Context: an optimization exercise on an open-source flow, tuned for small area, a short achievable clock period and few clock cycles. The choices shown serve that exercise and are no tape-out recipe. Function was checked by simulation only, so behaviour that the tests miss may differ from the original.

==> inputs of job 5423 <==
==> flow/design.v <==
module dlog_search #(
  parameter int unsigned len = 16
) (
  input  logic           clk,
  input  logic           rst,
  input  logic           start,
  input  logic [len-1:0] g_in,
  input  logic [len-1:0] y_in,
  input  logic [len-1:0] r,
  input  logic [len-1:0] max_exp,
  output logic [len-1:0] x_out,
  output logic           found,
  output logic           done,
  output logic           busy
);
  localparam logic [2:0] StIdle = 3'd0;
  localparam logic [2:0] StFin  = 3'd1;
  localparam logic [2:0] StNorm = 3'd2;
  localparam logic [2:0] StDiv  = 3'd3;
  localparam logic [2:0] StIter = 3'd4;
  logic [2:0]  state_q, state_d;
  logic [15:0] x_q, x_d;
  logic        found_q, found_d;
  logic        done_d, done_q;
  logic [15:0] n_q, n_d;       
  logic [15:0] g_q, g_d;       
  logic [15:0] w_q, w_d;       
  logic [15:0] b_q, b_d;       
  logic [16:0] bn_q, bn_d;     
  logic [15:0] acc_q, acc_d;   
  logic [15:0] accv_q, accv_d; 
  logic [3:0]  s_q, s_d;       
  logic [3:0]  cnt_q, cnt_d;
  logic        first_q, first_d;
  logic        ylt_q, ylt_d;
  logic        ph_q, ph_d;     
  logic        vm_q, vm_d;     
  logic [15:0] lim_q, lim_d;   
  logic        even;
  logic [15:0] abits, bop, dbits, mont;
  logic [15:0] sv [0:16];
  logic [16:0] cv [0:16];
  logic [16:0] qv;
  assign even = (s_q != 4'd0);
  always_comb begin
    for (int i = 0; i < 16; i++) abits[i] = vm_q ? accv_q[15-i] : acc_q[i];
    bop = vm_q ? g_q : b_q;
  end
  always_comb begin
    logic        a, q;
    logic [16:0] xs, ys, zs, ss, cc, sx;
    logic        ss1_1, ss1_0, cc0_1, cc0_0, f1, f0, abn;
    sv[0] = '0;
    cv[0] = '0;
    qv[0] = ~vm_q & abits[0] & bop[0];
    for (int i = 0; i < 16; i++) begin
      a  = abits[i];
      q  = qv[i];
      ys = a ? bn_q : {1'b0, n_q};
      zs = a ? {1'b0, bop} : 17'd0;
      xs = q ? ys : zs;
      sx = {1'b0, sv[i]};
      ss = sx ^ cv[i] ^ xs;
      cc = (sx & cv[i]) | (sx & xs) | (cv[i] & xs);
      dbits[i] = ss[0];
      sv[i+1]  = ss[16:1];
      cv[i+1]  = cc;
      abn   = (i < 15) ? (abits[(i+1)%16] & bop[0]) : 1'b0;
      ss1_1 = sx[1] ^ cv[i][1] ^ ys[1];
      ss1_0 = sx[1] ^ cv[i][1] ^ zs[1];
      cc0_1 = (sx[0] & cv[i][0]) | (sx[0] & ys[0]) | (cv[i][0] & ys[0]);
      cc0_0 = (sx[0] & cv[i][0]) | (sx[0] & zs[0]) | (cv[i][0] & zs[0]);
      f1 = ss1_1 ^ cc0_1 ^ abn;
      f0 = ss1_0 ^ cc0_0 ^ abn;
      qv[i+1] = ~vm_q & (q ? f1 : f0);
    end
  end
  logic [17:0] tsum, tdif;
  always_comb begin
    tsum = {2'b0, sv[16]} + {1'b0, cv[16]};
    tdif = tsum - {2'b0, n_q};
    mont = tdif[17] ? tsum[15:0] : tdif[15:0];
  end
  logic [15:0] nh, wred;
  logic [16:0] wdif;
  logic [15:0] tm_next, revy;
  logic [3:0]  s_inc;
  always_comb begin
    nh    = n_q >> 1;
    wdif  = {1'b0, w_q} - {1'b0, nh};
    wred  = wdif[16] ? w_q : wdif[15:0];
    s_inc = s_q + 4'd1;
    for (int k = 0; k < 16; k++) begin
      tm_next[k] = (5'(k) + 5'(s_inc) >= 5'd16);
      revy[k]    = y_in[15-k];
    end
  end
  logic        bit1, bit2;
  logic [16:0] t1, t2, d1, d2;
  logic [15:0] b1, b2;
  always_comb begin
    bit1 = ~cnt_q[3] & g_q[15];
    bit2 = ~cnt_q[3] & g_q[14];
    t1   = {b_q, bit1};
    d1   = t1 - {1'b0, n_q};
    b1   = d1[16] ? t1[15:0] : d1[15:0];
    t2   = {b1, bit2};
    d2   = t2 - {1'b0, n_q};
    b2   = d2[16] ? t2[15:0] : d2[15:0];
  end
  logic [15:0] tm, cmpv;
  logic        match;
  always_comb begin
    for (int k = 0; k < 16; k++) tm[k] = (5'(k) + 5'(s_q) >= 5'd16);
    cmpv  = acc_q | (accv_q & tm);
    match = ylt_q & (cmpv == w_q);
  end
  logic fin_now, gskip;
  logic [15:0] xn;
  always_comb begin
    fin_now = (n_q[15:1] == '0) || (w_q == 16'd1) || (lim_q == '0);
    gskip   = (g_q < n_q);
    xn      = (state_q == StDiv) ? 16'd1 : x_q + 16'd1;
  end
  always_comb begin
    state_d = state_q;
    x_d     = x_q;
    found_d = found_q;
    done_d  = 1'b0;
    n_d     = n_q;
    g_d     = g_q;
    w_d     = w_q;
    b_d     = b_q;
    bn_d    = bn_q;
    acc_d   = acc_q;
    accv_d  = accv_q;
    s_d     = s_q;
    cnt_d   = cnt_q;
    first_d = 1'b0;
    ylt_d   = first_q ? (w_q < n_q) : ylt_q;
    ph_d    = ph_q;
    vm_d    = vm_q;
    lim_d   = lim_q;
    case (state_q)
      StIdle: begin
        n_d     = r;
        g_d     = g_in;
        w_d     = y_in;
        lim_d   = max_exp;
        b_d     = '0;
        s_d     = '0;
        cnt_d   = '0;
        ph_d    = 1'b0;
        vm_d    = 1'b0;
        first_d = 1'b1;
        if (start) begin
          state_d = r[0] ? StDiv : StNorm;
        end
      end
      StFin: begin
        done_d  = 1'b1;
        state_d = StIdle;
      end
      StNorm: begin
        n_d = nh;
        s_d = s_inc;
        if (n_q[1]) begin
          w_d     = wred | (revy & tm_next);
          state_d = StDiv;
        end else begin
          w_d = wred;
        end
      end
      StDiv: begin
        cnt_d = cnt_q + 4'd1;
        if ((cnt_q == 4'd0) && gskip) begin
          b_d   = g_q;
          acc_d = g_q;
          cnt_d = 4'd8;
        end else begin
          b_d  = b2;
          if (!cnt_q[3]) g_d = {g_q[13:0], g_q[15:14]};
          if (cnt_q == 4'd7) acc_d = b2;            
        end
        bn_d = {1'b0, b2} + {1'b0, n_q};
        if (cnt_q == 4'd15) begin
          for (int i = 0; i < 16; i++) accv_d[15-i] = g_q[i];   
          x_d     = 16'd1;
          ph_d    = 1'b0;
          vm_d    = even;
          state_d = StIter;
        end
      end
      StIter: begin
        if (vm_q || !even) begin
          if (match) begin
            found_d = 1'b1;
            done_d  = 1'b1;
            state_d = StIdle;
          end else if (x_q == lim_q) begin
            found_d = 1'b0;
            done_d  = 1'b1;
            state_d = StIdle;
          end else if (even) begin
            for (int i = 0; i < 16; i++) accv_d[15-i] = dbits[i];
            ph_d = 1'b1;
            vm_d = 1'b0;
          end else begin
            acc_d  = mont;
            x_d    = xn;
          end
        end else begin
          acc_d  = mont;
          x_d    = xn;
          ph_d   = 1'b0;
          vm_d   = 1'b1;
        end
      end
      default: state_d = StIdle;
    endcase
    if (first_q && (state_q != StIdle) && fin_now) begin
      found_d = (n_q[15:1] != '0) && (w_q == 16'd1);
      x_d     = '0;
      state_d = StFin;
    end
  end
  always_ff @(posedge clk or negedge rst) begin
    if (!rst) begin
      state_q <= StIdle;
      x_q     <= '0;
      found_q <= 1'b0;
      done_q  <= 1'b0;
    end else begin
      state_q <= state_d;
      x_q     <= x_d;
      found_q <= found_d;
      done_q  <= done_d;
    end
  end
  always_ff @(posedge clk) begin
    n_q     <= n_d;
    g_q     <= g_d;
    w_q     <= w_d;
    b_q     <= b_d;
    bn_q    <= bn_d;
    acc_q   <= acc_d;
    accv_q  <= accv_d;
    s_q     <= s_d;
    cnt_q   <= cnt_d;
    first_q <= first_d;
    ylt_q   <= ylt_d;
    ph_q    <= ph_d;
    vm_q    <= vm_d;
    lim_q   <= lim_d;
  end
  assign x_out = x_q;
  assign found = found_q;
  assign done  = done_q;
  assign busy  = (state_q != StIdle);
endmodule
==> flow/run.sh <==
#!/bin/bash
# synth_recipe.tcl (not shown) runs the flow's synth.tcl, then flattens the netlist and writes it again
# the make line also repeats each setting of config.mk as NAME=value (left out here)
make -C /OpenROAD-flow-scripts/flow DESIGN_CONFIG=/design/flow/config.mk WORK_HOME=/design/flow/orfs CLKGATE_MAP_FILE= SYNTH_SCRIPT=/design/flow/synth_recipe.tcl finish
==> flow/config.mk <==
export PLATFORM = sky130hd
export DESIGN_NAME = dlog_search
export DESIGN_NICKNAME = dlog_search
export VERILOG_FILES = /design/flow/design.v
export SDC_FILE = /design/flow/constraint.sdc
export NUM_CORES = 4
export LEC_CHECK = 0
export ABC_AREA = 1
export CAP_MARGIN = 20
export CORE_MARGIN = 2
export CORE_UTILIZATION = 40
export SLEW_MARGIN = 20
==> flow/constraint.sdc <==
create_clock -name core_clock -period 125.0 [get_ports {clk}]
set_input_delay 25.0000 -clock core_clock [delete_from_list [all_inputs] [get_ports {clk}]]
set_output_delay 25.0000 -clock core_clock [all_outputs]
set_load 0.01 [all_outputs]
==> inputs of job 1950, as changes to job 5423 <==
--- a/flow/design.v
+++ b/flow/design.v
@@ -35,6 +35,4 @@
   logic        ylt_q, ylt_d;
-  logic        ph_q, ph_d;     
-  logic        vm_q, vm_d;     
-  logic [15:0] lim_q, lim_d;   
-  logic        even;
+  logic        ph_q, ph_d;
+  logic        even, vmode;
   logic [15:0] abits, bop, dbits, mont;
@@ -42,7 +40,7 @@
   logic [16:0] cv [0:16];
-  logic [16:0] qv;
-  assign even = (s_q != 4'd0);
-  always_comb begin
-    for (int i = 0; i < 16; i++) abits[i] = vm_q ? accv_q[15-i] : acc_q[i];
-    bop = vm_q ? g_q : b_q;
+  assign even  = (s_q != 4'd0);
+  assign vmode = even & ~ph_q;
+  always_comb begin
+    for (int i = 0; i < 16; i++) abits[i] = vmode ? accv_q[15-i] : acc_q[i];
+    bop = vmode ? g_q : b_q;
   end
@@ -50,13 +48,9 @@
     logic        a, q;
-    logic [16:0] xs, ys, zs, ss, cc, sx;
-    logic        ss1_1, ss1_0, cc0_1, cc0_0, f1, f0, abn;
+    logic [16:0] xs, ss, cc, sx;
     sv[0] = '0;
     cv[0] = '0;
-    qv[0] = ~vm_q & abits[0] & bop[0];
     for (int i = 0; i < 16; i++) begin
       a  = abits[i];
-      q  = qv[i];
-      ys = a ? bn_q : {1'b0, n_q};
-      zs = a ? {1'b0, bop} : 17'd0;
-      xs = q ? ys : zs;
+      q  = ~vmode & (sv[i][0] ^ cv[i][0] ^ (a & bop[0]));
+      xs = q ? (a ? bn_q : {1'b0, n_q}) : (a ? {1'b0, bop} : 17'd0);
       sx = {1'b0, sv[i]};
@@ -67,10 +61,2 @@
       cv[i+1]  = cc;
-      abn   = (i < 15) ? (abits[(i+1)%16] & bop[0]) : 1'b0;
-      ss1_1 = sx[1] ^ cv[i][1] ^ ys[1];
-      ss1_0 = sx[1] ^ cv[i][1] ^ zs[1];
-      cc0_1 = (sx[0] & cv[i][0]) | (sx[0] & ys[0]) | (cv[i][0] & ys[0]);
-      cc0_0 = (sx[0] & cv[i][0]) | (sx[0] & zs[0]) | (cv[i][0] & zs[0]);
-      f1 = ss1_1 ^ cc0_1 ^ abn;
-      f0 = ss1_0 ^ cc0_0 ^ abn;
-      qv[i+1] = ~vm_q & (q ? f1 : f0);
     end
@@ -116,9 +102,2 @@
     match = ylt_q & (cmpv == w_q);
-  end
-  logic fin_now, gskip;
-  logic [15:0] xn;
-  always_comb begin
-    fin_now = (n_q[15:1] == '0) || (w_q == 16'd1) || (lim_q == '0);
-    gskip   = (g_q < n_q);
-    xn      = (state_q == StDiv) ? 16'd1 : x_q + 16'd1;
   end
@@ -141,18 +120,22 @@
     ph_d    = ph_q;
-    vm_d    = vm_q;
-    lim_d   = lim_q;
     case (state_q)
       StIdle: begin
-        n_d     = r;
-        g_d     = g_in;
-        w_d     = y_in;
-        lim_d   = max_exp;
-        b_d     = '0;
-        s_d     = '0;
-        cnt_d   = '0;
-        ph_d    = 1'b0;
-        vm_d    = 1'b0;
-        first_d = 1'b1;
         if (start) begin
-          state_d = r[0] ? StDiv : StNorm;
+          n_d     = r;
+          g_d     = g_in;
+          w_d     = y_in;
+          b_d     = '0;
+          s_d     = '0;
+          cnt_d   = '0;
+          ph_d    = 1'b0;
+          first_d = 1'b1;
+          x_d     = '0;
+          found_d = (r[15:1] != '0) && (y_in == 16'd1);
+          if ((r[15:1] == '0) || (y_in == 16'd1) || (max_exp == '0)) begin
+            state_d = StFin;
+          end else if (!r[0]) begin
+            state_d = StNorm;
+          end else begin
+            state_d = StDiv;
+          end
         end
@@ -174,13 +157,7 @@
       StDiv: begin
+        b_d   = b2;
+        bn_d  = {1'b0, b2} + {1'b0, n_q};
         cnt_d = cnt_q + 4'd1;
-        if ((cnt_q == 4'd0) && gskip) begin
-          b_d   = g_q;
-          acc_d = g_q;
-          cnt_d = 4'd8;
-        end else begin
-          b_d  = b2;
-          if (!cnt_q[3]) g_d = {g_q[13:0], g_q[15:14]};
-          if (cnt_q == 4'd7) acc_d = b2;            
-        end
-        bn_d = {1'b0, b2} + {1'b0, n_q};
+        if (!cnt_q[3]) g_d = {g_q[13:0], g_q[15:14]};
+        if (cnt_q == 4'd7) acc_d = b2;            
         if (cnt_q == 4'd15) begin
@@ -189,3 +166,2 @@
           ph_d    = 1'b0;
-          vm_d    = even;
           state_d = StIter;
@@ -194,3 +170,3 @@
       StIter: begin
-        if (vm_q || !even) begin
+        if (vmode || !even) begin
           if (match) begin
@@ -199,3 +175,3 @@
             state_d = StIdle;
-          end else if (x_q == lim_q) begin
+          end else if (x_q == max_exp) begin
             found_d = 1'b0;
@@ -206,12 +182,10 @@
             ph_d = 1'b1;
-            vm_d = 1'b0;
           end else begin
-            acc_d  = mont;
-            x_d    = xn;
+            acc_d = mont;
+            x_d   = x_q + 16'd1;
           end
         end else begin
-          acc_d  = mont;
-          x_d    = xn;
-          ph_d   = 1'b0;
-          vm_d   = 1'b1;
+          acc_d = mont;
+          x_d   = x_q + 16'd1;
+          ph_d  = 1'b0;
         end
@@ -220,7 +194,2 @@
     endcase
-    if (first_q && (state_q != StIdle) && fin_now) begin
-      found_d = (n_q[15:1] != '0) && (w_q == 16'd1);
-      x_d     = '0;
-      state_d = StFin;
-    end
   end
@@ -252,4 +221,2 @@
     ph_q    <= ph_d;
-    vm_q    <= vm_d;
-    lim_q   <= lim_d;
   end
--- a/flow/config.mk
+++ b/flow/config.mk
@@ -7,3 +7,2 @@
 export LEC_CHECK = 0
-export ABC_AREA = 1
 export CAP_MARGIN = 20
==> comparison <==
First-iteration DRC count: job 1950 is higher than job 5423 (25%).
Against job 5423, the maximum frequency of job 1950 is smaller by 41%.
Of job 1950 and job 5423, job 5423 has the higher cell count (gap about 12%, measured against job 5423).
Sequential share of layout area: job 5423 is higher than job 1950 (0.77 points).
Against job 1950, the count of clock-buffer cells in the layout of job 5423 is lower by 1.
In job 1950 the register-to-register slack is lower than in job 5423, by 20 ns.
Of job 5423 and job 1950, job 1950 has the higher global-route usage (gap 3.9 points).
Core utilization: job 5423 is higher than job 1950 (0.42 points).
Against job 1950, the die area of job 5423 is higher by about 6%.
Testbench counts of job 5423, summed over its fixed seeds: cycles 75,910.
Testbench counts of job 1950, summed over its fixed seeds: cycles 77,616.

[afterwards: timing with drivers on the ports]
The results above use ideal ports. As a check the final layouts listed here were re-extracted and re-timed, cells and wires unchanged.
Step 1 (the two cells are an assumption about what drives the block):
set clk [get_ports {clk}]
set_driving_cell -lib_cell sky130_fd_sc_hd__clkbuf_16 $clk
set_driving_cell -lib_cell sky130_fd_sc_hd__buf_2 [delete_from_list [all_inputs] $clk]
Step 2 adds t to the input delays and takes it off the output delays; t is the mean of the earliest and latest rising clock arrival at the registers after step 1. Input paths then give back, and output paths get back, about the clock's delay inside the block.
Slacks: no drivers / after step 1 / after step 2; pairs: no drivers / after step 1.
run	t (ns)	slack for setup (ns)	worst data-port slew with drivers (ns)
job 5423	0.494	97.789 / 97.736 / 98.230	0.04
job 1950	0.485	78.983 / 78.983 / 78.983	0.05
After both steps setup and hold are still met in every run listed.
